What follows belongs to an exercise in optimizing a design on an open flow for small area, a short achievable clock period and few clock cycles per item; a production flow would make more cautious choices. Only simulation tests tie the RTL to the original design; equivalence was not proved. Power figures rest on the tool's default switching activity, not on a simulated workload.

[design/flow/design.v]
`default_nettype none
package wbps_pkg;
  localparam int MAX_PATTERN_DEFAULT = 32;
  localparam int OFFSET_BITS_DEFAULT = 16;
  localparam int CFG_DATA_W   = 64;
  localparam int CFG_IDX_W    = 3;
  localparam int LEN_REG_W    = 6;
  localparam int PAT_REGS     = 4;
  localparam int PAT_BYTES    = PAT_REGS * CFG_DATA_W / 8;
  localparam int OFFSET_OUT_W = 16;
  localparam logic [7:0] WILDCARD_BYTE = 8'h2A;
  typedef struct packed {
    logic [7:0] region_byte;
    logic       region_end;
  } in_t;
  typedef struct packed {
    logic                    found;
    logic [OFFSET_OUT_W-1:0] match_offset;
  } out_t;
endpackage
`default_nettype wire
`default_nettype none
module wbps_cfg (
  input  wire logic         clk_i,
  input  wire logic         rst_ni,
  input  wire logic         cfg_we_i,
  input  wire logic [2:0]   cfg_idx_i,
  input  wire logic [63:0]  cfg_data_i,
  output logic      [4:0]   nm1_o,
  output logic      [3:0]   wvld_o,
  output logic [3:0][63:0]  pat_o
);
  logic [4:0]       nm1_q;
  logic [3:0]       wvld_q;
  logic [3:0][63:0] pat_q;
  logic [5:0]       lw;
  logic [4:0]       nm1_d;
  assign lw    = cfg_data_i[5:0];
  assign nm1_d = (lw == 6'd0) ? 5'd0 : (lw > 6'd32) ? 5'd31 : 5'(lw - 6'd1);
  always_ff @(posedge clk_i or negedge rst_ni) begin
    if (!rst_ni) begin
      nm1_q  <= 5'd0;
      wvld_q <= 4'd0;
    end else if (cfg_we_i) begin
      if (cfg_idx_i == 3'd0) nm1_q <= nm1_d;
      for (int w = 0; w < 4; w++) begin
        if (cfg_idx_i == 3'(w + 1)) wvld_q[w] <= 1'b1;
      end
    end
  end
  always_ff @(posedge clk_i) begin
    for (int w = 0; w < 4; w++) begin
      if (cfg_we_i && cfg_idx_i == 3'(w + 1)) pat_q[w] <= cfg_data_i;
    end
  end
  assign nm1_o  = nm1_q;
  assign wvld_o = wvld_q;
  assign pat_o  = pat_q;
endmodule
`default_nettype wire
`default_nettype none
module wbps_window (
  input  wire logic         clk_i,
  input  wire logic         load_i,
  input  wire logic         restart_i,
  input  wire logic [4:0]   nm1_i,
  output logic      [15:0]  off_o
);
  logic [15:0] off_q;
  logic [15:0] n16;
  assign n16 = 16'(nm1_i) + 16'd1;
  always_ff @(posedge clk_i) begin
    if (load_i) begin
      if (restart_i) begin
        off_q <= 16'd1 - n16;
      end else if (off_q != ~n16) begin
        off_q <= off_q + 16'd1;
      end
    end
  end
  assign off_o = off_q;
endmodule
`default_nettype wire
`default_nettype none
module wbps_match (
  input  wire logic         clk_i,
  input  wire logic         load_i,
  input  wire logic         restart_i,
  input  wire logic [7:0]   byte_i,
  input  wire logic [3:0]   wvld_i,
  input  wire logic [3:0][63:0] pat_i,
  input  wire logic [4:0]   nm1_i,
  output logic              hit_o
);
  logic [31:0] eq;
  logic [31:0] st_q;
  logic        zero_byte;
  assign zero_byte = (byte_i == 8'h00);
  always_comb begin
    for (int k = 0; k < 32; k++) begin
      if (wvld_i[k / 8]) begin
        eq[k] = (pat_i[k / 8][(k % 8) * 8 +: 8] == wbps_pkg::WILDCARD_BYTE) ||
                (pat_i[k / 8][(k % 8) * 8 +: 8] == byte_i);
      end else begin
        eq[k] = zero_byte;
      end
    end
  end
  always_ff @(posedge clk_i) begin
    if (load_i) begin
      st_q <= eq & {st_q[30:0] & {31{!restart_i}}, 1'b1};
    end
  end
  assign hit_o = st_q[nm1_i];
endmodule
`default_nettype wire
`default_nettype none
module wildcard_byte_pattern_scanner_core (
  input  wire logic         clk_i,
  input  wire logic         rst_ni,
  input  wire logic         cfg_we_i,
  input  wire logic [2:0]   cfg_idx_i,
  input  wire logic [63:0]  cfg_data_i,
  input  wire logic         in_valid_i,
  input  wire wbps_pkg::in_t in_data_i,
  output logic              in_stall_o,
  output logic              out_valid_o,
  output wbps_pkg::out_t    out_data_o,
  input  wire logic         out_stall_i
);
  logic [4:0]       nm1;
  logic [3:0]       wvld;
  logic [3:0][63:0] pat;
  logic             load;
  logic             hit;
  logic [15:0]      off;
  logic             last_q;    
  logic             fresh_q;   
  logic             done_q;    
  assign in_stall_o = out_stall_i;
  assign load       = in_valid_i && !out_stall_i;
  wbps_cfg u_cfg (
    .clk_i      (clk_i),
    .rst_ni     (rst_ni),
    .cfg_we_i   (cfg_we_i),
    .cfg_idx_i  (cfg_idx_i),
    .cfg_data_i (cfg_data_i),
    .nm1_o      (nm1),
    .wvld_o     (wvld),
    .pat_o      (pat)
  );
  wbps_match u_match (
    .clk_i     (clk_i),
    .load_i    (load),
    .restart_i (last_q),
    .byte_i    (in_data_i.region_byte),
    .wvld_i    (wvld),
    .pat_i     (pat),
    .nm1_i     (nm1),
    .hit_o     (hit)
  );
  wbps_window u_window (
    .clk_i     (clk_i),
    .load_i    (load),
    .restart_i (last_q),
    .nm1_i     (nm1),
    .off_o     (off)
  );
  always_ff @(posedge clk_i or negedge rst_ni) begin
    if (!rst_ni) begin
      last_q  <= 1'b1;
      fresh_q <= 1'b0;
    end else begin
      fresh_q <= load || (fresh_q && out_stall_i);
      if (load) last_q <= in_data_i.region_end;
    end
  end
  always_ff @(posedge clk_i) begin
    if (load) done_q <= !last_q && (done_q || hit);
  end
  assign out_valid_o             = fresh_q && !done_q && (hit || last_q);
  assign out_data_o.found        = hit;
  assign out_data_o.match_offset = hit ? off : 16'd0;
endmodule
`default_nettype wire
`default_nettype none
module wbps_top (
  input  wire logic        clk_i,
  input  wire logic        rst_ni,
  input  wire logic        cfg_we_i,
  input  wire logic [2:0]  cfg_idx_i,
  input  wire logic [63:0] cfg_data_i,
  input  wire logic        in_valid_i,
  input  wire logic [7:0]  in_byte_i,
  input  wire logic        in_last_i,
  output logic             in_stall_o,
  output logic             out_valid_o,
  output logic             out_found_o,
  output logic [15:0]      out_offset_o,
  input  wire logic        out_stall_i
);
  wbps_pkg::in_t  in_data;
  wbps_pkg::out_t out_data;
  assign in_data.region_byte = in_byte_i;
  assign in_data.region_end  = in_last_i;
  assign out_found_o         = out_data.found;
  assign out_offset_o        = out_data.match_offset;
  wildcard_byte_pattern_scanner_core u_core (
    .clk_i       (clk_i),
    .rst_ni      (rst_ni),
    .cfg_we_i    (cfg_we_i),
    .cfg_idx_i   (cfg_idx_i),
    .cfg_data_i  (cfg_data_i),
    .in_valid_i  (in_valid_i),
    .in_data_i   (in_data),
    .in_stall_o  (in_stall_o),
    .out_valid_o (out_valid_o),
    .out_data_o  (out_data),
    .out_stall_i (out_stall_i)
  );
endmodule
`default_nettype wire
[design/flow/config.mk]
export PLATFORM = sky130hd
export DESIGN_NAME = wbps_top
export DESIGN_NICKNAME = wbps_top
export VERILOG_FILES = /design/flow/design.v
export SDC_FILE = /design/flow/constraint.sdc
export NUM_CORES = 4
export LEC_CHECK = 0
export ABC_CLOCK_PERIOD_IN_PS = 3000
export CAP_MARGIN = 20
export CORE_MARGIN = 2
export CORE_UTILIZATION = 40
export PLACE_DENSITY = 0.55
export SETUP_SLACK_MARGIN = 4.6
export SLEW_MARGIN = 20
[design/flow/constraint.sdc]
create_clock -name core_clock -period 7.5 [get_ports {clk_i}]
set_input_delay 1.5000 -clock core_clock [delete_from_list [all_inputs] [get_ports {clk_i}]]
set_output_delay 1.5000 -clock core_clock [all_outputs]
set_load 0.01 [all_outputs]
[design/flow/run.sh]
#!/bin/bash
# synth_recipe.tcl (not shown) runs the flow's synth.tcl, then flattens the netlist and writes it again
# the make line also repeats each setting of config.mk as NAME=value (left out here)
make -C /OpenROAD-flow-scripts/flow DESIGN_CONFIG=/design/flow/config.mk WORK_HOME=/design/flow/orfs CLKGATE_MAP_FILE= SYNTH_SCRIPT=/design/flow/synth_recipe.tcl finish
==> summary.txt, run 1 <==
Outcome -> timing/DRC/antenna clean
Total power draw -> 4.330 mW
Cell Area, Placed -> 16390 µm²
Gpl congestion -> 0.7936
Layout area overhead -> 18.42%
Top Layer Used -> met5
Pwr dens -> 244.3 nW/µm²
Die X -> 197.4 µm
CTS max path bufs -> 3
Finished Cell Area -> 17720 µm²
Clock tree sinks -> 316
Final Util -> 48.30%
Peak VDD IR -> 190.9 µV
H-tree Lvls -> 2
Cell Chain, Critical Path -> buf_6, mux2i_1, mux4_2, a22oi_2, nand3_4, buf_6, clkinv_8, buf_6, and2_1, buf_2
Hold WC Path Type -> reg2reg
DRC -> 0
Ys async rst share -> 3.481%
DRT Pass-1 Iters -> 5
Final Max Tran Viols -> 0
Die height -> 197.4 µm
CTS Root Cell -> clkbuf_16
Core area -> 36700 µm²
Max frequency -> 241.9 MHz
Slew margin rel. -> 45.14%
Total CTS buffers -> 36
Post-layout min period -> 4133 ps
HPWL Detailed -> 22180 µm
FP Rows -> 70
Boundary pin count -> 100
Drt wl/cell -> 22.23 µm
Syn Nets -> 1160
Yosys cell types -> 48
Avg Cell Area, Syn -> 13.95 µm²
Starting DRT DRC Count -> 491
Endpoint class of the critical path -> primary output
Wire length on met2 -> 17670 µm
Routed wl met3 -> 1717 µm
Final Hold Fails -> 0
Pleak -> 5.405 nW
Clk slew on worst S/H paths -> 60 ps
Most common cell after layout, fill and taps aside -> edfxtp_1
Critical Path AT -> 2630 ps
Post-cts hold buffer count -> 0
Post-route insts no fill -> 1683
Worst-skew pair later-pin latency -> 540 ps
Die area -> 38980 µm²
Setup violations, final -> 0
Critical path's slowest cell -> dfrtp_4
CTS tree -> done
Share of cells above drive strength 1 -> 11.54%
Post-synth EDFFs -> 305
Synth Cell Area -> 14970 µm²
Gr usage total -> 19.52%
Cells on Worst Hold Path -> 2
Fillcell total -> 3217
Reg-to-Reg Start -> u_core.u_cfg.nm1_q[1]
Post-route setup TNS -> 0 ps
Critical path type -> reg2out
Placed cells -> 1599
First-pass GRT wire length -> 56060 µm
Vias per cell -> 5.316
Routed Antenna Nets -> 0
Initial Util -> 40.79%
M1 wire length -> 16860 µm
Slowest stage delay, CP -> 490 ps
Critical path peak fanout -> 5
Antenna violations before repair -> 3
Buffers on Ports -> 99
Setup slack after layout -> 3367 ps
Worst-Margin Slew -> 816.0 ps
Warnings, synthesis -> 4
Final hold slack -> 491.1 ps
Flop2flop setup slack -> 4890 ps
Reg2Reg Depth -> 7
Seq/Total Area, Yosys -> 63.04%
FF+latch count, synth -> 316
Largest net degree at the start of global routing -> 66
MaxCap Viol Count -> 0
Mapped Cells -> 1073
Top FF cell, synth -> edfxtp_1
Final nets -> 1273
Most frequent cells in the layout -> 305 x edfxtp_1, 266 x xnor2_1, 65 x nand4_1
Critical R2R Capture -> u_core.u_window.off_q[7]
Dpl ws -> 3085 ps
Worst setup SP type -> flop
Total wire length -> 37420 µm
Worst path required time -> 6000 ps
Total grt overflow -> 0
Clock skew -> 19.27 ps
Most Frequent Cell on Critical Path -> buf_6
Tcrit/Tclk final -> 55.11%
Via Count -> 8946
Vias in the first global route -> 9210
RSZ-0062 raised after global routing -> yes
-- power breakdown --
group | internal, mW | switching (mW) | leakage (nW) | total [mW]
logic | 0.297 | 0.310 | 1.97 | 0.607
registers | 2.02 | 0.0676 | 2.91 | 2.09
clock network | 0.939 | 0.698 | 0.524 | 1.64
total | 3.25 | 1.08 | 5.40 | 4.33
-- worst max-delay path, delay by kind of cell, from the launching register on --
family,cells,cell delay [ps]
buf+inv,5,570
mux,2,580
flops,1,490
compound gates,1,230
simple gates,2,250
-- Yosys cell counts, drive strengths merged (2+ instances only) --
library cell  instances  share of area, %
dfrtp                10               1.7
nand4                65               2.7
mux4                  4              0.60
clkbuf               22              0.55
and2                 19              0.79
nand2                50               1.3
or2                   5              0.21
nor4                  3              0.13
nor2                 15              0.38
nor4bb               32               2.1
xor2                 17              0.99
mux2i                18               1.2
nor3b                31               1.6
buf                  31               1.1
nor4b                33               1.9
and3                  6              0.25
a21oi                39               1.3
o21ai                44               1.5
nor2b                 2             0.084
and4                  2              0.12
xnor2               266                16
mux2                  5              0.38
clkinv                2             0.058
nand3b                3              0.15
maj3                  3              0.20
nand3                11              0.37
edfxtp              305                61
ha                    6              0.50
nand2b                2             0.084
inv                   8              0.20
nor3                  3              0.10
-- per-layer routing --
layer	global-route usage, %	vias up
met4	6.850	2
met5	0	-
li1	-	4231
met3	3.500	66
met1	26.01	4453
met2	32.12	194
-- kinds of logic (layout without fill, tap and decap cells) --
family	count (synthesis)	in the layout	synth area share [%]
xor+xnor	283	283	16.56
simple gates	283	287	12.30
mux	27	27	2.182
compound gates	92	92	3.269
other cells	0	2	0
flops	316	316	63.04
fa+ha+maj	9	9	0.7022
buf+inv	63	199	1.956
-- cell type report --
| type | count | area [µm²] | area share [%] |
|---|---|---|---|
| repair buffers | 121 | 1124 | 6.339 |
| repair inverters | 3 | 22.52 | 0.1271 |
| clock inverters | 20 | 135.1 | 0.7624 |
| well taps | 468 | 585.6 | 3.304 |
| diodes | 2 | 5.005 | 0.02824 |
| inverters | 10 | 50.05 | 0.2824 |
| flip-flops and latches | 316 | 9440 | 53.26 |
| multi-input cells | 698 | 5408 | 30.51 |
| clock buffers | 45 | 954.7 | 5.386 |
-- flip-flops by register name, indices dropped and copies added, names as in the netlist, named ones only --
name                   count
u_core.u_match.st_q       32
u_core.u_window.off_q     16
u_core.last_q              1
u_core.u_cfg.wvld_q        4
u_core.done_q              1
u_core.u_cfg.pat_q       256
u_core.u_cfg.nm1_q         5
-- how the worst max path moves through the flow --
stage | depth (start not counted) | start | end
finish | 10 | u_core.u_cfg.nm1_q[1] | out_offset_o[4]
global route | 10 | u_core.u_cfg.nm1_q[1] | out_offset_o[4]
detailed placement | 7 | u_core.u_cfg.nm1_q[1] | out_offset_o[3]
CTS | 10 | u_core.u_cfg.nm1_q[1] | out_offset_o[4]
floorplan | 8 | u_core.u_cfg.nm1_q[1] | out_offset_o[1]
global placement | 7 | u_core.u_cfg.nm1_q[1] | out_offset_o[0]
-- timing repair --
action                                  in CTS  in global routing
cloned                                       7                  0
hold endpoints to repair                     0                  0
setup buffers                               10                  0
pin swaps                                   10                  1
gates resized for setup                    126                 20
endpoints found under the setup margin     261                271
Testbench counts, summed over its fixed seeds: cycles 109,938, items 109,783.
==> run 2: changes to the inputs <==
--- a/design/flow/config.mk
+++ b/design/flow/config.mk
@@ -6,9 +6,8 @@
 export NUM_CORES = 4
 export LEC_CHECK = 0
-export ABC_CLOCK_PERIOD_IN_PS = 3000
 export CAP_MARGIN = 20
 export CORE_MARGIN = 2
 export CORE_UTILIZATION = 40
 export PLACE_DENSITY = 0.55
-export SETUP_SLACK_MARGIN = 4.6
+export SETUP_SLACK_MARGIN = 4.0
 export SLEW_MARGIN = 20
==> summary.txt, run 2 <==
Pint -> 3.439 mW
Synth Cell Area -> 14970 µm²
Setup slack after layout -> 3328 ps
Largest register FFs -> 256
Cell Chain, Critical Path -> buf_12, mux2i_1, mux4_2, a22oi_2, nand3_4, buf_12, buf_8, inv_8, and2_4, buf_6
Outcome -> timing/DRC/antenna clean
Top flop regs -> u_core.u_cfg.pat_q: 256 flops, u_core.u_match.st_q: 32 flops, u_core.u_window.off_q: 16 flops
Final Hold Fails -> 0
Total CTS buffers -> 36
Post-synthesis mux area share -> 2.182%
Seq/Total Area, Yosys -> 63.04%
Worst-skew pair later-pin latency -> 520 ps
Largest Register -> u_core.u_cfg.pat_q
Pwr dens -> 254.1 nW/µm²
Boundary pin count -> 100
Ranking of synthesized cells by area -> edfxtp_1 61%, xnor2_1 16%, nand4_1 2.7%
DRT Pass-1 Iters -> 4
Synth Area in XOR/XNOR -> 16.56%
Warnings, synthesis -> 4
Top cells by count, synth -> 305 x edfxtp_1, 266 x xnor2_1, 65 x nand4_1
Setup violations, final -> 0
H-tree Lvls -> 2
Simple-Gate Fraction of Synth Area -> 12.30%
Die height -> 197.4 µm
CTS tree -> done
Post-Synth Adder-Cell Area -> 0.7022%
Vias in the first global route -> 9120
Peak VDD IR -> 144.0 µV
Total wire length -> 35690 µm
Clk slew on worst S/H paths -> 60 ps
Most Frequent Cell on Critical Path -> buf_12
Die area -> 38980 µm²
Critical Path AT -> 2670 ps
Grt met2 use -> 31.85%
Total grt overflow -> 0
Initial Util -> 40.79%
Pleak -> 5.446 nW
Endpoint class of the critical path -> primary output
Most common cell after layout, fill and taps aside -> edfxtp_1
Critical path peak fanout -> 5
Gpl congestion -> 0.7704
Clock tree sinks -> 316
Clock skew -> 17.96 ps
GRT Max-Usage Layer -> met2
Reg2Reg Depth -> 8
First-pass GRT wire length -> 54120 µm
Final nets -> 1271
Drt wl/cell -> 21.29 µm
Net Sw Power -> 1.071 mW
Post-synth EDFFs -> 305
Compound-Gate Fraction of Synth Area -> 3.268%
RSZ-0062 raised after global routing -> yes
Core area -> 36700 µm²
Final hold slack -> 482.5 ps
Placed cells -> 1601
Layout area overhead -> 18.61%
Via Count -> 8861
Die X -> 197.4 µm
Cells on Worst Hold Path -> 2
Largest net degree at the start of global routing -> 66
DRC -> 0
Post-route insts no fill -> 1676
Gate power share -> 14.3%
Worst-Margin Slew -> 981.5 ps
Critical path type -> reg2out
ANT cells -> 0
Vias per cell -> 5.287
Slowest stage delay, CP -> 500 ps
Area leader, netlist -> edfxtp_1
Post-layout min period -> 4172 ps
Syn Nets -> 1160
CTS max path bufs -> 3
Count leader, synth -> edfxtp_1
Post-cts hold buffer count -> 0
Reg power frac -> 46.2%
Largest family of logic cells by synthesized area -> XOR/XNOR gates
Starting DRT DRC Count -> 413
Final Util -> 48.38%
Hold WC Path Type -> reg2reg
Final Max Tran Viols -> 0
Avg Cell Area, Syn -> 13.95 µm²
Ys async rst share -> 3.481%
Post-route setup TNS -> 0 ps
Routed Antenna Nets -> 0
Mapped Cells -> 1073
Slew margin rel. -> 34.57%
Worst setup SP type -> flop
Yosys cell types -> 48
Max frequency -> 239.7 MHz
Gr usage total -> 18.55%
MaxCap Viol Count -> 0
Top FF cell, synth -> edfxtp_1
Worst path required time -> 6000 ps
Antenna violations before repair -> 1
Dpl ws -> 3081 ps
Share of cells above drive strength 1 -> 11.18%
CTS Root Cell -> clkbuf_16
FF+latch count, synth -> 316
Switching part of the total -> 23.75%
Buffers on Ports -> 99
Met1 global-route usage -> 24.55%
Tcrit/Tclk final -> 55.62%
FP Rows -> 70
M3 GR Usage -> 2.868%
Clk network pwr share -> 39.5%
Top cell type's share of synthesized area -> 61.19%
Critical path's slowest cell -> dfrtp_4
HPWL Detailed -> 22400 µm
Most frequent cells in the layout -> 305 x edfxtp_1, 266 x xnor2_1, 71 x clkdlybuf4s50_1
run 2: cell type report:
class                           count  area [µm²]
Multi-Input combinational cell    694        5306
Timing Repair Buffer              123        1161
Clock buffer                       40       915.9
Tap cell                          468       585.6
Fill cell                        3173       18940
Clock inverter                     22       272.8
Timing Repair inverter              3       28.78
Sequential cell                   316        9440
Inverter                           10       42.54
run 2: routing by layer:
metal  part of all wire, %  vias up
li1                      -     4213
met1                    45     4432
met2                    48      160
met3                   3.9       54
met4                   2.1        2
met5                 0.034        -
run 2: cells by family after synthesis:
| group | count (synthesis) |
|---|---|
| buffers and inverters | 63 |
| adders and majority gates | 9 |
| xor gates and xnor gates | 283 |
| muxes | 27 |
| AOI/OAI and AO/OA | 92 |
| DFF | 316 |
| and+or+nand+nor | 283 |
run 2: worst max-delay path, delay by kind of cell, from the launching register on:
| family | cells | cell delay, ps |
|---|---|---|
| muxes | 2 | 590 |
| DFF | 1 | 500 |
| AOI/OAI and AO/OA | 1 | 230 |
| and+or+nand+nor | 2 | 270 |
| buffers and inverters | 5 | 570 |
run 2: worst paths after layout:
kind	from	to	slack (ps)
min in group asynchronous	rst_ni	asynchronous set/reset pin	1380
max in group asynchronous	rst_ni	u_core.u_cfg.nm1_q[1]	5640
hold / removal	flop	flop	480
hold reg to reg	flop	flop	480
setup / recovery	u_core.u_cfg.nm1_q[1]	out_offset_o[1]	3330
setup reg to reg	u_core.u_cfg.nm1_q[1]	u_core.u_window.off_q[0]	4810
run 2: per-stage QoR:
stage	power (mW)	cell area, µm²
after global placement	2.667	16380
after floorplan	2.464	14990
final	4.511	17750
after CTS	4.523	17670
after detailed placement	2.673	16380
after global routing	4.684	17750
run 2: timing repair:
action,4_1_cts,5_1_grt
gates resized for setup,100,20
setup endpoints to repair,19,18
setup buffers,10,0
pin swaps,4,2
cloned,3,0
run 2: power groups by stage:
stage / Combinational [mW] / Sequential, mW / Clock, mW
after floorplan: 0.377 / 2.09 / 0
after global placement: 0.538 / 2.13 / 0
after detailed placement: 0.545 / 2.13 / 0
after CTS: 0.620 / 2.08 / 1.82
after global routing: 0.704 / 2.09 / 1.89
final: 0.646 / 2.08 / 1.78
==> run 3: changes to the inputs <==
--- a/design/flow/config.mk
+++ b/design/flow/config.mk
@@ -8,6 +8,5 @@
 export CAP_MARGIN = 20
 export CORE_MARGIN = 2
-export CORE_UTILIZATION = 40
-export PLACE_DENSITY = 0.55
-export SETUP_SLACK_MARGIN = 4.0
+export CORE_UTILIZATION = 18
+export PLACE_DENSITY = 0.22
 export SLEW_MARGIN = 20
==> summary.txt, run 3 <==
Setup violations, final -> 0
Post-route insts no fill -> 2279
Ys async rst share -> 3.481%
Layout area overhead -> 23.31%
Gr usage total -> 12.22%
Area leader, netlist -> edfxtp_1
# resized after CTS -> 0
CTS tree -> done
H-tree Lvls -> 2
Core area -> 82240 µm²
Top cell type's share of synthesized area -> 61.19%
Slowest stage delay, CP -> 1020 ps
Yosys cell types -> 48
Vias per cell -> 3.894
Top cells by count, synth -> 305 x edfxtp_1, 266 x xnor2_1, 65 x nand4_1
FF+latch count, synth -> 316
Worst-skew pair later-pin latency -> 570 ps
Via Count -> 8875
Largest net degree at the start of global routing -> 66
Top FF cell, synth -> edfxtp_1
Postcts setup bufs -> 0
HPWL Detailed -> 35000 µm
First-pass GRT wire length -> 74440 µm
Largest register FFs -> 256
Routed Antenna Nets -> 0
Worst path required time -> 6000 ps
Hold WC Path Type -> reg2reg
Share of cells above drive strength 1 -> 7.610%
Cell Chain, Critical Path -> mux2i_1, mux4_2, a22oi_1, nand3_1, clkinv_2, o211a_1, clkdlybuf4s50_1
Warnings, synthesis -> 4
Cell family with most CP delay -> flip-flops
Final hold slack -> 489.1 ps
Syn Nets -> 1160
Critical path peak fanout -> 22
Tcrit/Tclk final -> 68.40%
Buffers on Ports -> 99
Gpl congestion -> 0.6703
Clock tree sinks -> 316
RSZ-0062 raised after global routing -> no
ANT cells -> 0
Most common cell after layout, fill and taps aside -> edfxtp_1
Total wire length -> 51970 µm
DRC -> 0
Largest Register -> u_core.u_cfg.pat_q
Post-synth EDFFs -> 305
Most frequent cells in the layout -> 305 x edfxtp_1, 266 x xnor2_1, 91 x clkdlybuf4s50_1
Total grt overflow -> 0
Critical path type -> reg2out
Mapped Cells -> 1073
Clk slew on worst S/H paths -> 60 ps
Avg Cell Area, Syn -> 13.95 µm²
Max frequency -> 194.9 MHz
Post-route setup TNS -> 0 ps
Total CTS buffers -> 43
Synth Cell Area -> 14970 µm²
Finished Cell Area -> 18460 µm²
Count leader, synth -> edfxtp_1
Worst-Margin Slew -> 1030 ps
Die X -> 292.4 µm
Vias in the first global route -> 9793
Die height -> 292.4 µm
CTS max path bufs -> 3
Drt wl/cell -> 22.80 µm
Worst Path Buf+Inv -> 2
Boundary pin count -> 100
Pwr dens -> 250.2 nW/µm²
DRT Pass-1 Iters -> 4
MaxCap Viol Count -> 0
Placed cells -> 2207
Die area -> 85480 µm²
FP Rows -> 105
Worst setup SP type -> flop
Cell Area, Placed -> 17170 µm²
Peak VDD IR -> 121.6 µV
Post-layout min period -> 5130 ps
Critical Path AT -> 3630 ps
Fillcell total -> 8638
Final nets -> 1269
Outcome -> timing/DRC/antenna clean
CTS Root Cell -> clkbuf_16
Starting DRT DRC Count -> 360
Initial Util -> 18.20%
Antenna violations before repair -> 0
Pleak -> 5.370 nW
Slew margin rel. -> 31.36%
Post-cts hold buffer count -> 0
Top flop regs -> u_core.u_cfg.pat_q: 256 flops, u_core.u_match.st_q: 32 flops, u_core.u_window.off_q: 16 flops
Final Max Tran Viols -> 0
Seq/Total Area, Yosys -> 63.04%
Final Hold Fails -> 0
Endpoint class of the critical path -> primary output
Ranking of synthesized cells by area -> edfxtp_1 61%, xnor2_1 16%, nand4_1 2.7%
Clock skew -> 25.31 ps
Critical path's slowest cell -> dfrtp_1
[run 3: cell counts after synthesis]
Identical to the previous run, type by type.
[run 3: final cells by class]
type	count	area (µm²)	area share, %
inverters	10	38.79	0.2101
flip-flops and latches	316	9435	51.12
clock buffers	55	1164	6.304
multi-input cells	694	5271	28.56
clock inverters	17	123.9	0.6711
repair buffers	117	1086	5.884
well taps	1070	1339	7.253
[run 3: cell families after synthesis]
logic type	synth area share (%)
AND/OR/NAND/NOR	12.30
buffers and inverters	1.956
adder cells (fa/ha/maj)	0.7022
flip-flops	63.04
AO/OA/AOI/OAI	3.269
multiplexers	2.182
XOR/XNOR	16.56
[run 3: through the flow]
| stage | utilization, % | setup WS [ps] | total power [mW] |
|---|---|---|---|
| floorplan | - | 2549 | 2.466 |
| global placement | 20.88 | 3011 | 2.741 |
| detailed placement | 20.88 | 2907 | 2.733 |
| CTS | 22.44 | 2249 | 4.743 |
| global route | 22.44 | 2039 | 4.851 |
| finish | 22.44 | 2370 | 4.619 |
[run 3: worst reg2reg max path: stages (launching register included)]
cell     delay, ps
dfrtp_1       1020
ha_1           460
xnor2_1        160
nor4b_1        280
nand2_1         80
nor4_1         520
a31oi_2        280
buf_4          280
[run 3: metal layers]
| metal | track usage (%) | vias to the layer above | share of wire (%) |
|---|---|---|---|
| met5 | 0 | - | 0 |
| met4 | 3.227 | 0 | 2.2 |
| met3 | 1.920 | 63 | 3.0 |
| met2 | 21.47 | 140 | 50 |
| met1 | 15.55 | 4472 | 45 |
| li1 | - | 4200 | - |
[run 3: final timing paths]
kind | cells past startpoint | slack (ps) | endpoint | startpoint
hold reg to reg | 2 | 490 | flop | flop
setup / recovery | 7 | 2370 | out_valid_o | u_core.u_cfg.nm1_q[1]
max in group asynchronous | 1 | 5680 | u_core.u_cfg.wvld_q[2] | rst_ni
hold / removal | 2 | 490 | flop | flop
min in group asynchronous | 1 | 1350 | u_core.u_cfg.nm1_q[3] | rst_ni
setup reg to reg | 7 | 4140 | u_core.u_window.off_q[1] | u_core.u_cfg.nm1_q[1]
[run 3: report_power, final]
group          switching, mW  leakage (nW)  total, mW  internal (mW)
clock                  0.796         0.624       1.94           1.15
sequential            0.0840          2.91       2.10           2.02
combinational          0.298          1.84      0.572          0.274
==> run 4: changes to the inputs <==
--- a/design/flow/design.v
+++ b/design/flow/design.v
@@ -62,6 +62,7 @@
 module wbps_window (
   input  wire logic         clk_i,
-  input  wire logic         load_i,
-  input  wire logic         restart_i,
+  input  wire logic         step_i,      
+  input  wire logic         first_i,     
+  input  wire logic         zero_i,      
   input  wire logic [4:0]   nm1_i,
   output logic      [15:0]  off_o
@@ -71,6 +72,8 @@
   assign n16 = 16'(nm1_i) + 16'd1;
   always_ff @(posedge clk_i) begin
-    if (load_i) begin
-      if (restart_i) begin
+    if (step_i) begin
+      if (zero_i) begin
+        off_q <= 16'd0;
+      end else if (first_i) begin
         off_q <= 16'd1 - n16;
       end else if (off_q != ~n16) begin
@@ -133,11 +136,16 @@
   logic [3:0][63:0] pat;
   logic             load;
+  logic             step;
   logic             hit;
   logic [15:0]      off;
   logic             last_q;    
+  logic             first_q;   
   logic             fresh_q;   
   logic             done_q;    
+  logic             ov_q;
+  logic             found_q;
   assign in_stall_o = out_stall_i;
   assign load       = in_valid_i && !out_stall_i;
+  assign step       = fresh_q && !out_stall_i;
   wbps_cfg u_cfg (
     .clk_i      (clk_i),
@@ -161,9 +169,10 @@
   );
   wbps_window u_window (
-    .clk_i     (clk_i),
-    .load_i    (load),
-    .restart_i (last_q),
-    .nm1_i     (nm1),
-    .off_o     (off)
+    .clk_i   (clk_i),
+    .step_i  (step),
+    .first_i (first_q),
+    .zero_i  (last_q && !hit),
+    .nm1_i   (nm1),
+    .off_o   (off)
   );
   always_ff @(posedge clk_i or negedge rst_ni) begin
@@ -171,15 +180,21 @@
       last_q  <= 1'b1;
       fresh_q <= 1'b0;
-    end else begin
-      fresh_q <= load || (fresh_q && out_stall_i);
-      if (load) last_q <= in_data_i.region_end;
-    end
-  end
-  always_ff @(posedge clk_i) begin
-    if (load) done_q <= !last_q && (done_q || hit);
-  end
-  assign out_valid_o             = fresh_q && !done_q && (hit || last_q);
-  assign out_data_o.found        = hit;
-  assign out_data_o.match_offset = hit ? off : 16'd0;
+      ov_q    <= 1'b0;
+    end else if (!out_stall_i) begin
+      fresh_q <= in_valid_i;
+      ov_q    <= fresh_q && !done_q && (hit || last_q);
+      if (in_valid_i) last_q <= in_data_i.region_end;
+    end
+  end
+  always_ff @(posedge clk_i) begin
+    if (load) begin
+      first_q <= last_q;
+      done_q  <= !last_q && (done_q || hit);
+    end
+    if (!out_stall_i) found_q <= hit;
+  end
+  assign out_valid_o             = ov_q;
+  assign out_data_o.found        = found_q;
+  assign out_data_o.match_offset = off;
 endmodule
 `default_nettype wire
--- a/design/flow/config.mk
+++ b/design/flow/config.mk
@@ -8,5 +8,7 @@
 export CAP_MARGIN = 20
 export CORE_MARGIN = 2
-export CORE_UTILIZATION = 18
-export PLACE_DENSITY = 0.22
+export CORE_UTILIZATION = 45
+export CTS_BUF_LIST = sky130_fd_sc_hd__clkbuf_4 sky130_fd_sc_hd__clkbuf_8
+export PLACE_DENSITY = 0.6
+export SETUP_SLACK_MARGIN = 3.5
 export SLEW_MARGIN = 20
==> summary.txt, run 4 <==
Worst Path Buf+Inv -> 2
Endpoint class of the critical path -> primary output
Gr usage total -> 20.63%
Tcrit/Tclk final -> 52.51%
RSZ-0062 raised after global routing -> no
Layout area overhead -> 15.84%
Most common cell after layout, fill and taps aside -> edfxtp_1
Gpl congestion -> 0.7696
Critical path peak fanout -> 7
# resized after CTS -> 1
Cell family with most CP delay -> buffers and inverters
Max frequency -> 253.9 MHz
Slowest stage delay, CP -> 600 ps
Boundary pin count -> 100
HPWL Detailed -> 22240 µm
MaxCap Viol Count -> 0
Ys async rst share -> 3.762%
Seq/Total Area, Yosys -> 63.51%
Total wire length -> 35940 µm
DRC -> 0
Buffers on Ports -> 99
H-tree Lvls -> 2
Clk slew on worst S/H paths -> 60 ps
Largest register FFs -> 256
Peak VDD IR -> 128.7 µV
Die area -> 34790 µm²
Worst hold start -> u_core.fresh_q
Total CTS buffers -> 53
Cells on Worst Hold Path -> 1
Syn Nets -> 1129
Worst-skew pair later-pin latency -> 600 ps
Core area -> 32700 µm²
Starting DRT DRC Count -> 516
Vias in the first global route -> 9380
Area leader, netlist -> edfxtp_1
Worst path required time -> 6000 ps
Worst-Margin Slew -> 1111 ps
CTS max path bufs -> 3
Vias per cell -> 5.428
Die X -> 186.5 µm
Pwr dens -> 240.8 nW/µm²
Top cell type's share of synthesized area -> 61.50%
Drt wl/cell -> 21.87 µm
Post-synth EDFFs -> 307
Most frequent cells in the layout -> 307 x edfxtp_1, 238 x xnor2_1, 90 x clkdlybuf4s50_1
Postcts setup bufs -> 0
Synth Cell Area -> 14990 µm²
Final Hold Fails -> 0
Initial Util -> 45.84%
Share of cells above drive strength 1 -> 10.82%
FP Rows -> 66
Slew margin rel. -> 25.76%
Mapped Cells -> 1042
Flop2flop setup slack -> 4060 ps
Reg2Reg Depth -> 6
WHS Endpoint -> u_core.fresh_q
Top cells by count, synth -> 307 x edfxtp_1, 238 x xnor2_1, 61 x nand4_1
Critical path type -> in2out
Total grt overflow -> 0
Via Count -> 8919
Final nets -> 1252
Setup violations, final -> 0
Final Max Tran Viols -> 0
Hold WC Path Type -> reg2reg
Post-route setup TNS -> 0 ps
Post-layout min period -> 3938 ps
Cell Chain, Critical Path -> clkdlybuf4s15_1, clkdlybuf4s50_1
DRT Pass-1 Iters -> 7
Top flop regs -> u_core.u_cfg.pat_q: 256 flops, u_core.u_match.st_q: 32 flops, u_core.u_window.off_q: 16 flops
Routed Antenna Nets -> 0
Clock skew -> 35.32 ps
Worst setup SP type -> primary input
FF+latch count, synth -> 319
Antenna violations before repair -> 0
Largest net degree at the start of global routing -> 66
Die height -> 186.5 µm
Outcome -> timing/DRC/antenna clean
First-pass GRT wire length -> 54720 µm
CTS Root Cell -> clkbuf_8
Warnings, synthesis -> 4
Count leader, synth -> edfxtp_1
Critical R2R Capture -> u_core.u_window.off_q[10]
Post-cts hold buffer count -> 0
Cell Area, Placed -> 16330 µm²
Critical Path AT -> 2440 ps
Yosys cell types -> 57
CTS tree -> done
Top FF cell, synth -> edfxtp_1
Largest Register -> u_core.u_cfg.pat_q
ANT cells -> 0
Ranking of synthesized cells by area -> edfxtp_1 62%, xnor2_1 14%, nand4_1 2.5%
Finished Cell Area -> 17360 µm²
Pleak -> 5.558 nW
Reg-to-Reg Start -> u_core.u_cfg.nm1_q[1]
Critical path's slowest cell -> clkdlybuf4s50_1
Avg Cell Area, Syn -> 14.39 µm²
Clock tree sinks -> 319
[run 4: cell types whose count changed in the layout (fill, tap and decap cells not counted), sizes merged, moves of 14 or more]
cell,change
nor3b,-31
xnor2,-28
and3,+27
xor2,+25
nand2,-19
o21ai,-18
and2,-14
clkbuf,+14
[run 4: power by group]
group / switching (mW) / total, mW / internal, mW / leakage (nW)
Sequential: 0.0815 / 2.13 / 2.05 / 2.94
Combinational: 0.280 / 0.531 / 0.251 / 2.07
Clock: 0.681 / 1.52 / 0.839 / 0.547
[run 4: layout make-up]
type	count	area [µm²]
clock inverters	22	185.2
flip-flops and latches	319	9520
multi-input cells	665	5155
inverters	14	52.55
fillers	2791	15340
well taps	442	553.0
clock buffers	69	849.6
repair buffers	112	1049
[run 4: how the worst max path moves through the flow]
stage	cells past startpoint	slack [ps]	start	end
after CTS	2	3520	out_stall_i	in_stall_o
after floorplan	3	3650	cfg_we_i	u_core.u_cfg.pat_q[0]
final	2	3560	out_stall_i	in_stall_o
after global routing	2	3510	out_stall_i	in_stall_o
after global placement	2	3260	out_stall_i	in_stall_o
after detailed placement	2	3250	out_stall_i	in_stall_o
[run 4: per-stage QoR]
stage	hold slack, ps	power [mW]	worst slack (ps)	std cells	util, %
after global routing	494.1	4.352	3513	1643	53.10
after CTS	485.3	4.227	3517	1643	53.10
after detailed placement	462.7	2.698	3250	1552	49.94
final	482.0	4.182	3562	1643	53.10
after floorplan	448.0	2.519	3648	1042	-
after global placement	459.9	2.688	3259	1552	49.94
[run 4: kinds of logic (layout without fill, tap and decap cells)]
group / after synthesis / count (layout) / synth area share [%]
DFF: 319 / 319 / 63.51
xor gates and xnor gates: 280 / 280 / 16.36
adders and majority gates: 9 / 9 / 0.7012
and+or+nand+nor: 247 / 247 / 10.96
AOI/OAI and AO/OA: 105 / 105 / 4.549
buffers and inverters: 58 / 217 / 2.262
muxes: 24 / 24 / 1.653
[run 4: routing by layer]
metal  share of wire, %  wire, µm  global-route usage, %  up-vias
li1                   -         -                      -     4181
met1                 44     15720                  26.63     4423
met2                 48     17390                  34.99      244
met3                5.5      1988                  4.382       71
met4                2.3       836                  6.441        0
met5                  0         0                      0        -
Testbench counts of run 4, summed over its fixed seeds: cycles 110,095, items 109,783.
==> run 5: changes to the inputs <==
--- a/design/flow/config.mk
+++ b/design/flow/config.mk
@@ -9,6 +9,5 @@
 export CORE_MARGIN = 2
 export CORE_UTILIZATION = 45
-export CTS_BUF_LIST = sky130_fd_sc_hd__clkbuf_4 sky130_fd_sc_hd__clkbuf_8
 export PLACE_DENSITY = 0.6
-export SETUP_SLACK_MARGIN = 3.5
+export SETUP_SLACK_MARGIN = 4.3
 export SLEW_MARGIN = 20
==> summary.txt, run 5 <==
Antenna violations before repair -> 0
DRC -> 0
CP Depth -> 2
Top cells by count, synth -> 307 x edfxtp_1, 238 x xnor2_1, 61 x nand4_1
Drt wl/cell -> 21.85 µm
Worst setup SP type -> primary input
Total power draw -> 4.452 mW
Cell family with most CP delay -> buffers and inverters
Tcrit/Tclk final -> 43.78%
Buffers on Ports -> 99
Total CTS buffers -> 36
Total wire length -> 35280 µm
Cell Chain, Critical Path -> buf_4, buf_2
FP Rows -> 66
Post-layout min period -> 3283 ps
Critical path peak fanout -> 7
Die height -> 186.5 µm
Endpoint class of the critical path -> primary output
Pwr dens -> 253.6 nW/µm²
Post-route insts no fill -> 1615
Layout area overhead -> 17.10%
Outcome -> timing/DRC/antenna clean
First-pass GRT wire length -> 54810 µm
Die X -> 186.5 µm
Critical path type -> in2out
Final Max Tran Viols -> 0
DRT Pass-1 Iters -> 5
Clk slew on worst S/H paths -> 60 ps
Top cell type's share of synthesized area -> 61.50%
Top FF cell, synth -> edfxtp_1
Flop2flop setup slack -> 4490 ps
Reg2Reg Depth -> 6
Count leader, synth -> edfxtp_1
Total grt overflow -> 0
Reg-to-Reg Start -> u_core.u_cfg.nm1_q[1]
Worst path required time -> 6000 ps
Top flop regs -> u_core.u_cfg.pat_q: 256 flops, u_core.u_match.st_q: 32 flops, u_core.u_window.off_q: 16 flops
Worst-skew pair later-pin latency -> 520 ps
Core area -> 32700 µm²
RSZ-0062 raised after global routing -> yes
Ys async rst share -> 3.762%
Slew margin rel. -> 30.35%
Synth Cell Area -> 14990 µm²
Critical path destination -> in_stall_o
Avg Cell Area, Syn -> 14.39 µm²
Warnings, synthesis -> 4
Area leader, netlist -> edfxtp_1
MaxCap Viol Count -> 0
H-tree Lvls -> 2
Post-synth EDFFs -> 307
Placed cells -> 1552
Clock skew -> 21.17 ps
Starting DRT DRC Count -> 660
Final nets -> 1235
Dpl ws -> 3244 ps
Share of cells above drive strength 1 -> 9.889%
Critical Path AT -> 1780 ps
Gpl congestion -> 0.7938
Hold WC Path Type -> reg2reg
Mapped Cells -> 1042
Ranking of synthesized cells by area -> edfxtp_1 62%, xnor2_1 14%, nand4_1 2.5%
Most common cell after layout, fill and taps aside -> edfxtp_1
Max frequency -> 304.6 MHz
Initial Util -> 45.84%
Slowest stage delay, CP -> 140 ps
Syn Nets -> 1129
Setup slack after layout -> 4217 ps
CTS max path bufs -> 3
Critical R2R Capture -> u_core.u_window.off_q[5]
Pleak -> 5.607 nW
Worst-Margin Slew -> 1043 ps
Worst Setup SP -> out_stall_i
Routed Antenna Nets -> 0
Via Count -> 8857
Setup violations, final -> 0
Worst Path Buf+Inv -> 2
Seq/Total Area, Yosys -> 63.51%
Vias in the first global route -> 9405
Most frequent cells in the layout -> 307 x edfxtp_1, 238 x xnor2_1, 89 x clkdlybuf4s50_1
Gr usage total -> 20.55%
Yosys cell types -> 57
Post-route setup TNS -> 0 ps
Critical path's slowest cell -> buf_4
Vias per cell -> 5.484
ANT cells -> 0
Largest Register -> u_core.u_cfg.pat_q
Die area -> 34790 µm²
Peak VDD IR -> 133.4 µV
Clock tree sinks -> 319
Boundary pin count -> 100
HPWL Detailed -> 22030 µm
Largest register FFs -> 256
Final Hold Fails -> 0
FF+latch count, synth -> 319
CTS Root Cell -> clkbuf_16
Largest net degree at the start of global routing -> 66
Postcts setup bufs -> 0
CTS tree -> done
[run 5: cell count changes in the layout (fill, tap and decap cells not counted), moves of 2 or more]
cell / previous run / this run
clkbuf_16: 0 / 38
clkbuf_4: 16 / 0
clkbuf_8: 53 / 1
clkinv_1: 16 / 6
clkinv_4: 0 / 5
clkinvlp_4: 0 / 3
inv_6: 1 / 3
[run 5: final cells by class]
type	count	area, µm²
multi-input cells	665	5161
flip-flops and latches	319	9522
fillers	2729	15150
inverters	14	52.55
well taps	442	553.0
clock inverters	23	251.5
repair buffers	112	1045
clock buffers	40	968.4
[run 5: worst min path at each step]
stage / slack [ps] / end / cells after the start / startpoint
2_1_floorplan: 450 / u_core.u_cfg.wvld_q[1] / 1 / u_core.u_cfg.wvld_q[1]
3_3_place_gp: 460 / u_core.u_cfg.wvld_q[3] / 1 / u_core.u_cfg.wvld_q[3]
3_5_place_dp: 460 / u_core.u_cfg.wvld_q[3] / 1 / u_core.u_cfg.wvld_q[3]
4_1_cts: 480 / u_core.fresh_q / 1 / u_core.fresh_q
5_1_grt: 500 / u_core.u_cfg.wvld_q[3] / 1 / u_core.u_cfg.wvld_q[3]
6_report: 480 / u_core.fresh_q / 1 / u_core.fresh_q
[run 5: routing by layer]
metal | part of all wire, % | vias up | wire length [µm] | global-route usage (%)
met5 | 0 | - | 0 | 0
met1 | 43 | 4406 | 15300 | 27.38
met2 | 48 | 254 | 16850 | 33.83
met3 | 5.9 | 63 | 2080 | 4.006
li1 | - | 4134 | - | -
met4 | 3.0 | 0 | 1047 | 7.143
[run 5: cells by family after synthesis]
| family | Yosys count | share of synthesized area (%) |
|---|---|---|
| compound gates | 105 | 4.549 |
| mux | 24 | 1.653 |
| flops | 319 | 63.51 |
| fa+ha+maj | 9 | 0.7012 |
| xor+xnor | 280 | 16.36 |
| simple gates | 247 | 10.96 |
| buf+inv | 58 | 2.262 |
[run 5: report_power, final]
| part | internal (mW) | leakage (nW) | switching [mW] |
|---|---|---|---|
| clock | 1.08 | 0.595 | 0.720 |
| combinational | 0.250 | 2.07 | 0.276 |
| sequential | 2.05 | 2.94 | 0.0803 |
| total | 3.38 | 5.61 | 1.08 |
[run 5: stage by stage]
step                      utilization, %  area [µm²]  hold WS, ps
after floorplan                        -       15010        448.0
after global placement             49.94       16330        459.8
after detailed placement           49.94       16330        464.1
after CTS                          53.67       17550        483.4
after global routing               53.68       17550        502.8
final                              53.68       17550        478.8
[run 5: repair_timing]
action                                  in CTS  in global routing
cloned                                       0                  0
endpoints found under the setup margin      17                 80
pin swaps                                    0                  0
resized for setup                           10                  4
hold buffers                                 0                  0
endpoints found under the hold margin        0                  0
==> run 6: changes to the inputs <==
==> design/flow/flow/run.sh (new file) <==
#!/bin/bash
# Standard layout, with plain buf_1 cells as the port buffers.
set -euo pipefail
bash standard.sh "BUFFER_PORTS_ARGS=-buffer_cell sky130_fd_sc_hd__buf_1" finish > standard_flow.log 2>&1
==> design/flow/standard.sh (new file) <==
#!/bin/bash
# synth_recipe.tcl (not shown) runs the flow's synth.tcl, then flattens the netlist and writes it again
# the make line also repeats each setting of config.mk as NAME=value (left out here)
make -C /OpenROAD-flow-scripts/flow DESIGN_CONFIG=/design/flow/config.mk WORK_HOME=/design/flow/orfs CLKGATE_MAP_FILE= SYNTH_SCRIPT=/design/flow/synth_recipe.tcl "${@:-finish}"
removed: design/flow/run.sh
==> summary.txt, run 6 <==
Outcome -> timing/DRC/antenna clean
Die X -> 186.5 µm
Ranking of synthesized cells by area -> edfxtp_1 62%, xnor2_1 14%, nand4_1 2.5%
Die height -> 186.5 µm
Most common cell after layout, fill and taps aside -> edfxtp_1
Pint -> 3.347 mW
Most frequent cells in the layout -> 307 x edfxtp_1, 238 x xnor2_1, 89 x buf_1
Worst-skew pair later-pin latency -> 520 ps
Vias per cell -> 5.545
Final nets -> 1236
Via Count -> 8966
Warnings, synthesis -> 4
Antenna violations before repair -> 0
Final hold slack -> 476.3 ps
Cell family with most CP delay -> buffers and inverters
Post-route setup TNS -> 0 ps
Gr usage total -> 20.72%
HPWL Detailed -> 22870 µm
Critical path peak fanout -> 2
Clock tree sinks -> 319
Starting DRT DRC Count -> 687
Gate power share -> 11.2%
Top cells by count, synth -> 307 x edfxtp_1, 238 x xnor2_1, 61 x nand4_1
Final Max Tran Viols -> 0
Routed Antenna Nets -> 0
Drt wl/cell -> 22.28 µm
Worst path required time -> 6000 ps
Switching part of the total -> 23.81%
Slew margin rel. -> 28.25%
Pwr dens -> 258.2 nW/µm²
Reg-to-Reg Start -> u_core.u_cfg.nm1_q[1]
Total power draw -> 4.392 mW
Worst Setup SP -> out_stall_i
Setup slack after layout -> 4290 ps
Core area -> 32700 µm²
Initial Util -> 45.84%
Setup violations, final -> 0
CTS Root Cell -> clkbuf_16
Worst-Margin Slew -> 1074 ps
Boundary pin count -> 100
Worst setup SP type -> primary input
Hold WC Path Type -> reg2reg
Mapped Cells -> 1042
Post-cts hold buffer count -> 0
First-pass GRT wire length -> 55450 µm
Top flop regs -> u_core.u_cfg.pat_q: 256 flops, u_core.u_match.st_q: 32 flops, u_core.u_window.off_q: 16 flops
Post-synth EDFFs -> 307
Total grt overflow -> 0
RSZ-0062 raised after global routing -> yes
Total CTS buffers -> 35
Top cell type's share of synthesized area -> 61.50%
Endpoint class of the critical path -> primary output
Post-layout min period -> 3210 ps
Syn Nets -> 1129
Critical path's slowest cell -> buf_6
Share of cells above drive strength 1 -> 9.362%
CTS max path bufs -> 3
DRT Pass-1 Iters -> 5
Avg Cell Area, Syn -> 14.39 µm²
Largest net degree at the start of global routing -> 66
Final Util -> 52.02%
Largest register FFs -> 256
CTS tree -> done
Top FF cell, synth -> edfxtp_1
H-tree Lvls -> 2
Clock skew -> 18.74 ps
Worst hold start -> u_core.u_cfg.wvld_q[3]
Post-route insts no fill -> 1617
DRC -> 0
Cell Area, Placed -> 15760 µm²
Placed cells -> 1552
Clk slew on worst S/H paths -> 60 ps
Clk network pwr share -> 40.2%
Worst Path Buf+Inv -> 2
Tcrit/Tclk final -> 42.79%
Ys async rst share -> 3.762%
MaxCap Viol Count -> 0
Critical path type -> in2out
Layout area overhead -> 13.49%
Area leader, netlist -> edfxtp_1
Buffers on Ports -> 99
FF+latch count, synth -> 319
Gpl congestion -> 0.7824
Synth Cell Area -> 14990 µm²
Pleak -> 5.361 nW
ANT cells -> 0
FP Rows -> 66
Net Sw Power -> 1.046 mW
Dpl ws -> 3713 ps
Reg power frac -> 48.6%
Peak VDD IR -> 171.0 µV
Finished Cell Area -> 17010 µm²
Largest Register -> u_core.u_cfg.pat_q
Critical Path AT -> 1710 ps
Count leader, synth -> edfxtp_1
Final Hold Fails -> 0
Max frequency -> 311.6 MHz
Vias in the first global route -> 9059
Seq/Total Area, Yosys -> 63.51%
Slowest stage delay, CP -> 110 ps
Total wire length -> 36020 µm
Cell Chain, Critical Path -> buf_12, buf_6
Yosys cell types -> 57
Die area -> 34790 µm²
[run 6: power groups by stage]
stage,sequential (mW),clock [mW],combinational [mW]
finish,2.13,1.77,0.491
global route,2.14,1.87,0.540
CTS,2.13,1.80,0.491
detailed placement,2.17,0,0.485
global placement,2.17,0,0.479
floorplan,2.13,0,0.386
[run 6: layout make-up]
cell class,count,area [µm²]
flip-flops and latches,319,9522
repair buffers,114,518.0
multi-input cells,665,5187
fillers,2792,15690
inverters,14,52.55
clock inverters,17,209.0
clock buffers,46,969.7
well taps,442,553.0
[run 6: path summary, 6_finish.rpt]
kind	to	cells after the start	slack, ps
max	in_stall_o	2	4290
min	u_core.u_cfg.wvld_q[3]	1	480
max reg2reg	u_core.u_window.off_q[12]	7	4560
min reg2reg	u_core.u_cfg.wvld_q[3]	1	480
max in group asynchronous	u_core.u_cfg.nm1_q[1]	1	6040
min in group asynchronous	u_core.ov_q	1	1000
[run 6: what timing repair did]
item / CTS / global route
pin swaps: 1 / 0
buffers inserted: 2 / 0
resized for setup: 9 / 5
endpoints found under the setup margin: 25 / 36
[run 6: kinds of logic after synthesis]
| logic type | Yosys count | share of synthesized area (%) |
|---|---|---|
| adders and majority gates | 9 | 0.7012 |
| buffers and inverters | 58 | 2.262 |
| xor gates and xnor gates | 280 | 16.36 |
| muxes | 24 | 1.653 |
| and+or+nand+nor | 247 | 10.96 |
| DFF | 319 | 63.51 |
| AOI/OAI and AO/OA | 105 | 4.549 |
[run 6: worst register-to-register path: cells and delay by family, from the launching register on]
family                     cells  cell delay, ps
adders and majority gates      1             300
and+or+nand+nor                2             280
AOI/OAI and AO/OA              1             540
DFF                            1             720
buffers and inverters          1             300
xor gates and xnor gates       2             500
[run 6: per-layer routing]
metal / wire, µm / track usage (%) / part of all wire [%]
met3: 1777 / 2.821 / 4.9
met5: 0 / 0 / 0
met1: 16450 / 29.29 / 46
met2: 17110 / 33.74 / 48
met4: 687 / 5.800 / 1.9
==> run 7: changes to the inputs <==
--- a/design/flow/config.mk
+++ b/design/flow/config.mk
@@ -8,6 +8,9 @@
 export CAP_MARGIN = 20
 export CORE_MARGIN = 2
-export CORE_UTILIZATION = 45
-export PLACE_DENSITY = 0.6
-export SETUP_SLACK_MARGIN = 4.3
+export CORE_UTILIZATION = 50
+export CTS_BUF_LIST = sky130_fd_sc_hd__clkbuf_4 sky130_fd_sc_hd__clkbuf_8
+export CTS_CLUSTER_DIAMETER = 40
+export CTS_CLUSTER_SIZE = 16
+export PLACE_DENSITY = 0.65
+export SETUP_SLACK_MARGIN = 4.4
 export SLEW_MARGIN = 20
==> summary.txt, run 7 <==
Tcrit/Tclk final -> 42.78%
Boundary pin count -> 100
Starting DRT DRC Count -> 637
Vias in the first global route -> 8907
Final hold slack -> 480.0 ps
Final Hold Fails -> 0
Final nets -> 1243
Post-cts hold buffer count -> 0
Vias per cell -> 5.627
Ranking of synthesized cells by area -> edfxtp_1 62%, xnor2_1 14%, nand4_1 2.5%
Clk network pwr share -> 34.3%
Share of cells above drive strength 1 -> 10.46%
Largest register FFs -> 256
Most frequent cells in the layout -> 307 x edfxtp_1, 238 x xnor2_1, 89 x buf_1
Top cells by count, synth -> 307 x edfxtp_1, 238 x xnor2_1, 61 x nand4_1
Pwr dens -> 239.0 nW/µm²
Antenna violations before repair -> 1
Switching part of the total -> 26.63%
First-pass GRT wire length -> 52340 µm
Top cell type's share of synthesized area -> 61.50%
Clock skew -> 17.43 ps
Count leader, synth -> edfxtp_1
Avg Cell Area, Syn -> 14.39 µm²
Worst Path Buf+Inv -> 2
H-tree Lvls -> 2
Cell Chain, Critical Path -> buf_12, buf_6
Largest net degree at the start of global routing -> 66
Reg area -> 9522 µm²
CTS Root Cell -> clkbuf_8
Buffers on Ports -> 99
Total CTS buffers -> 42
Fillcell total -> 2443
Seq/Total Area, Yosys -> 63.51%
Largest Register -> u_core.u_cfg.pat_q
Worst setup SP type -> primary input
Syn Nets -> 1129
MaxCap Viol Count -> 0
Top FF cell, synth -> edfxtp_1
Warnings, synthesis -> 4
Mapped Cells -> 1042
Gate power share -> 12.2%
ANT cells -> 0
Worst-Margin Slew -> 1068 ps
Core area -> 29560 µm²
Cells on Worst Hold Path -> 1
Pleak -> 5.235 nW
Max frequency -> 311.7 MHz
Clk slew on worst S/H paths -> 60 ps
Net Sw Power -> 1.059 mW
Most common cell after layout, fill and taps aside -> edfxtp_1
Outcome -> timing/DRC/antenna clean
Gpl congestion -> 0.8301
RSZ-0062 raised after global routing -> yes
FF+latch count, synth -> 319
Final Max Tran Viols -> 0
Peak VDD IR -> 148.5 µV
Yosys cell types -> 57
Top flop regs -> u_core.u_cfg.pat_q: 256 flops, u_core.u_match.st_q: 32 flops, u_core.u_window.off_q: 16 flops
Drt wl/cell -> 21.80 µm
Ys async rst share -> 3.762%
Initial Util -> 50.71%
Area occupied by multi-input gates -> 5162 µm²
Reg power frac -> 53.6%
Pint -> 2.917 mW
Die area -> 31380 µm²
HPWL Detailed -> 21820 µm
Slew margin rel. -> 28.67%
Endpoint class of the critical path -> primary output
Via Count -> 8862
Gr usage total -> 22.28%
Total wire length -> 34340 µm
Cell family with most CP delay -> buffers and inverters
Critical path peak fanout -> 3
DRC -> 0
Total grt overflow -> 0
Clock tree sinks -> 319
Worst-skew pair later-pin latency -> 560 ps
Die X -> 177.1 µm
Critical Path AT -> 1710 ps
CTS tree -> done
Routed Antenna Nets -> 0
DRT Pass-1 Iters -> 5
Setup violations, final -> 0
Critical path's slowest cell -> buf_6
Die height -> 177.1 µm
FP Rows -> 63
Synth Cell Area -> 14990 µm²
Critical path type -> in2out
Slowest stage delay, CP -> 110 ps
Area leader, netlist -> edfxtp_1
Layout area overhead -> 10.96%
Post-layout min period -> 3208 ps
CP Depth -> 2
CTS max path bufs -> 3
Worst path required time -> 6000 ps
Post-route setup TNS -> 0 ps
Post-synth EDFFs -> 307
Hold WC Path Type -> reg2reg
Reg2Reg Depth -> 6
Flop2flop setup slack -> 4960 ps
## run 7: cell counts after synthesis
Identical to the previous run, type by type.
## run 7: cell families after synthesis
kind of cell	count (synthesis)	synth area share, %
AND/OR/NAND/NOR	247	10.96
buffers and inverters	58	2.262
AO/OA/AOI/OAI	105	4.549
flip-flops	319	63.51
XOR/XNOR	280	16.36
adder cells (fa/ha/maj)	9	0.7012
multiplexers	24	1.653
## run 7: metal layers
| metal | vias to the layer above | global-route usage [%] | part of all wire (%) |
|---|---|---|---|
| li1 | 4151 | - | - |
| met5 | - | 0 | 0.038 |
| met2 | 246 | 36.62 | 48 |
| met1 | 4397 | 30.46 | 44 |
| met4 | 2 | 6.612 | 2.5 |
| met3 | 66 | 3.823 | 5.2 |
## run 7: path summary, 6_finish.rpt
kind                                             start                        to
worst max register to register   u_core.u_cfg.nm1_q[1]  u_core.u_window.off_q[5]
worst min register to register  u_core.u_cfg.wvld_q[3]    u_core.u_cfg.wvld_q[3]
min in group asynchronous                       rst_ni               u_core.ov_q
worst max-delay path                       out_stall_i                in_stall_o
max in group asynchronous                       rst_ni     u_core.u_cfg.nm1_q[1]
worst min-delay path            u_core.u_cfg.wvld_q[3]    u_core.u_cfg.wvld_q[3]
## run 7: through the flow
stage               power (mW)  setup WS, ps  std cells  area [µm²]  util (%)
CTS                      4.012          4163       1573       16590     56.14
floorplan                2.520          4397       1042       15020         -
finish                   3.976          4292       1575       16630     56.27
global placement         2.639          4035       1500       15700     53.12
global route             4.154          4289       1575       16630     56.27
detailed placement       2.649          3970       1500       15700     53.12
## run 7: power by group through the flow
| stage | combinational, mW | clock, mW | sequential (mW) |
|---|---|---|---|
| 2_1_floorplan | 0.387 | 0 | 2.13 |
| 3_3_place_gp | 0.473 | 0 | 2.17 |
| 3_5_place_dp | 0.482 | 0 | 2.17 |
| 4_1_cts | 0.484 | 1.40 | 2.13 |
| 5_1_grt | 0.534 | 1.48 | 2.14 |
| 6_report | 0.484 | 1.36 | 2.13 |
## run 7: cell type report
cell class / count / area share [%]
clock buffer: 45 / 3.649
clock inverter: 28 / 1.700
inverter: 14 / 0.3160
multi-input combinational: 665 / 31.04
sequential: 319 / 57.25
tap: 390 / 2.934
timing repair buffer: 114 / 3.114
## run 7: repair_timing
action                     4_1_cts  5_1_grt
buffers inserted                 0        2
pin swaps                        0        1
resized for setup                2        8
setup endpoints to repair       17       17
==> run 8: changes to the inputs <==
--- a/design/flow/config.mk
+++ b/design/flow/config.mk
@@ -9,7 +9,7 @@
 export CORE_MARGIN = 2
 export CORE_UTILIZATION = 50
-export CTS_BUF_LIST = sky130_fd_sc_hd__clkbuf_4 sky130_fd_sc_hd__clkbuf_8
-export CTS_CLUSTER_DIAMETER = 40
-export CTS_CLUSTER_SIZE = 16
+export CTS_BUF_LIST = sky130_fd_sc_hd__clkbuf_8
+export CTS_CLUSTER_DIAMETER = 80
+export CTS_CLUSTER_SIZE = 20
 export PLACE_DENSITY = 0.65
 export SETUP_SLACK_MARGIN = 4.4
==> summary.txt, run 8 <==
MaxCap Viol Count -> 0
Clk network pwr share -> 24.4%
Gr usage total -> 21.83%
Layout area overhead -> 7.713%
First-pass GRT wire length -> 51660 µm
Ranking of synthesized cells by area -> edfxtp_1 62%, xnor2_1 14%, nand4_1 2.5%
Avg Cell Area, Syn -> 14.39 µm²
Total wire length -> 33830 µm
Largest net degree at the start of global routing -> 66
RSZ-0062 raised after global routing -> yes
Cell Chain, Critical Path -> buf_12, buf_6
Worst-Margin Slew -> 972.8 ps
Fillcell total -> 2474
Total power draw -> 3.462 mW
HPWL Detailed -> 21820 µm
FF+latch count, synth -> 319
CTS Root Cell -> clkbuf_8
Seq/Total Area, Yosys -> 63.51%
Most common cell after layout, fill and taps aside -> edfxtp_1
DRT Pass-1 Iters -> 5
Initial Util -> 50.71%
DRC -> 0
Critical path type -> in2out
Yosys cell types -> 57
Endpoint class of the critical path -> primary output
Syn Nets -> 1129
Mapped Cells -> 1042
Net Sw Power -> 0.8777 mW
Pint -> 2.584 mW
Top cell type's share of synthesized area -> 61.50%
Gpl congestion -> 0.8301
Clock tree sinks -> 319
Critical path's slowest cell -> buf_6
Reg power frac -> 61.5%
Largest Register -> u_core.u_cfg.pat_q
Most frequent cells in the layout -> 307 x edfxtp_1, 238 x xnor2_1, 89 x buf_1
Final Max Tran Viols -> 0
Die area -> 31380 µm²
Critical path peak fanout -> 3
H-tree Lvls -> 1
Cell family with most CP delay -> buffers and inverters
Routed Antenna Nets -> 0
Pleak -> 5.008 nW
Top cells by count, synth -> 307 x edfxtp_1, 238 x xnor2_1, 61 x nand4_1
Final Hold Fails -> 0
Share of cells above drive strength 1 -> 7.268%
Switching part of the total -> 25.35%
Vias per cell -> 5.759
Worst-skew pair later-pin latency -> 570 ps
Synth Cell Area -> 14990 µm²
Starting DRT DRC Count -> 711
Total CTS buffers -> 20
Count leader, synth -> edfxtp_1
Buffers on Ports -> 99
Worst Path Buf+Inv -> 2
CTS tree -> done
Critical Path AT -> 1710 ps
Reg-to-Reg Start -> u_core.u_cfg.nm1_q[1]
ANT cells -> 0
Hold WC Path Type -> reg2reg
Warnings, synthesis -> 4
CTS max path bufs -> 3
Ys async rst share -> 3.762%
Final hold slack -> 490.6 ps
Die height -> 177.1 µm
Total grt overflow -> 0
Clk slew on worst S/H paths -> 110 ps
Area leader, netlist -> edfxtp_1
Worst path required time -> 6000 ps
Slew margin rel. -> 35.15%
Peak VDD IR -> 131.1 µV
FP Rows -> 63
Tcrit/Tclk final -> 42.78%
Post-layout min period -> 3208 ps
Clock skew -> 25.74 ps
Gate power share -> 14.1%
Max frequency -> 311.7 MHz
Worst setup SP type -> primary input
Vias in the first global route -> 8633
Die X -> 177.1 µm
Boundary pin count -> 100
Pwr dens -> 214.4 nW/µm²
Worst hold start -> u_core.u_cfg.wvld_q[3]
Slowest stage delay, CP -> 110 ps
Drt wl/cell -> 22.08 µm
Worst Setup SP -> out_stall_i
Post-route setup TNS -> 0 ps
Via Count -> 8823
Top FF cell, synth -> edfxtp_1
Post-synth EDFFs -> 307
Antenna violations before repair -> 0
Outcome -> timing/DRC/antenna clean
Largest register FFs -> 256
Core area -> 29560 µm²
Setup violations, final -> 0
Top flop regs -> u_core.u_cfg.pat_q: 256 flops, u_core.u_match.st_q: 32 flops, u_core.u_window.off_q: 16 flops
Final nets -> 1223
[run 8: cell counts after synthesis]
Identical to the previous run, type by type.
[run 8: kinds of logic (layout without fill, tap and decap cells)]
group,after synthesis,in the layout,synth area share [%]
DFF,319,319,63.51
xor gates and xnor gates,280,280,16.36
and+or+nand+nor,247,247,10.96
AOI/OAI and AO/OA,105,105,4.549
buffers and inverters,58,158,2.262
muxes,24,24,1.653
adders and majority gates,9,9,0.7012
[run 8: area by class of cell]
| cell class | count | area, µm² | area share [%] |
|---|---|---|---|
| clock buffers | 20 | 275.3 | 1.705 |
| clock inverters | 8 | 100.1 | 0.6200 |
| inverters | 14 | 52.55 | 0.3255 |
| multi-input cells | 665 | 5162 | 31.97 |
| flip-flops and latches | 319 | 9522 | 58.97 |
| well taps | 390 | 488.0 | 3.022 |
| repair buffers | 116 | 545.5 | 3.379 |
[run 8: through the flow]
| stage | worst slack (ps) | cells | area [µm²] | util (%) |
|---|---|---|---|---|
| 2_1_floorplan | 4397 | 1042 | 15020 | - |
| 3_3_place_gp | 4035 | 1500 | 15700 | 53.12 |
| 3_5_place_dp | 3970 | 1500 | 15700 | 53.12 |
| 4_1_cts | 4163 | 1528 | 16080 | 54.40 |
| 5_1_grt | 4289 | 1532 | 16150 | 54.62 |
| 6_report | 4292 | 1532 | 16150 | 54.62 |
[run 8: power by group through the flow]
stage | logic, mW | registers [mW] | clock network (mW)
floorplan | 0.387 | 2.13 | 0
global placement | 0.473 | 2.17 | 0
detailed placement | 0.482 | 2.17 | 0
CTS | 0.484 | 2.13 | 0.872
global route | 0.538 | 2.14 | 0.932
finish | 0.490 | 2.13 | 0.844
[run 8: per-layer routing]
layer	share of wire (%)	track usage [%]
met5	0	0
met4	1.9	4.270
met3	4.9	2.277
met2	49	36.75
met1	44	30.98
[run 8: worst paths after layout]
path,depth (start not counted),slack [ps],endpoint
hold reg to reg,1,490,u_core.u_cfg.wvld_q[3]
setup reg to reg,7,4840,u_core.u_window.off_q[0]
min in group asynchronous,1,940,u_core.u_cfg.wvld_q[1]
max in group asynchronous,1,6100,u_core.u_cfg.nm1_q[1]
setup / recovery,2,4290,in_stall_o
hold / removal,1,490,u_core.u_cfg.wvld_q[3]
[run 8: timing repair]
action,4_1_cts,5_1_grt
gates resized for setup,2,8
cloned,0,0
setup buffers,0,3
pin swaps,0,1
hold buffers,0,0
setup endpoints to repair,17,17

[separate check: timing with driven ports]
The results above use ideal ports. As a check the final layouts listed here were re-extracted and re-timed, cells and wires unchanged.
Step 1 (the two cells are an assumption about what drives the block):
set clk [get_ports {clk_i}]
set_driving_cell -lib_cell sky130_fd_sc_hd__clkbuf_16 $clk
set_driving_cell -lib_cell sky130_fd_sc_hd__buf_2 [delete_from_list [all_inputs] $clk]
Step 2, shift: input delay + t, output delay - t, t = (earliest + latest rising clock arrival at the registers) / 2. This alone moves slack from input paths to output paths.
Slacks: ideal ports / drivers / drivers and shift; pairs: ideal ports / drivers.
run	t, ns	setup WS [ns]	latest minus earliest clock arrival (ns)
run 1	0.580	3.367 / 3.313 / 3.893	0.020 / 0.020
run 2	0.563	3.328 / 3.277 / 3.779	0.020 / 0.020
run 3	0.621	2.370 / 2.309 / 2.931	0.025 / 0.025
run 4	0.636	3.562 / 3.535 / 3.535	0.036 / 0.036
run 5	0.567	4.217 / 4.192 / 3.809	0.023 / 0.023
run 6	0.553	4.290 / 4.238 / 3.900	0.023 / 0.023
run 7	0.593	4.292 / 4.240 / 3.988	0.024 / 0.023
run 8	0.602	4.292 / 4.240 / 3.910	0.029 / 0.030
After both steps every run listed still meets setup and hold. For run 5, which loses most, drivers alone change the setup slack by -0.025 ns; drivers and shift together by -0.408 ns.
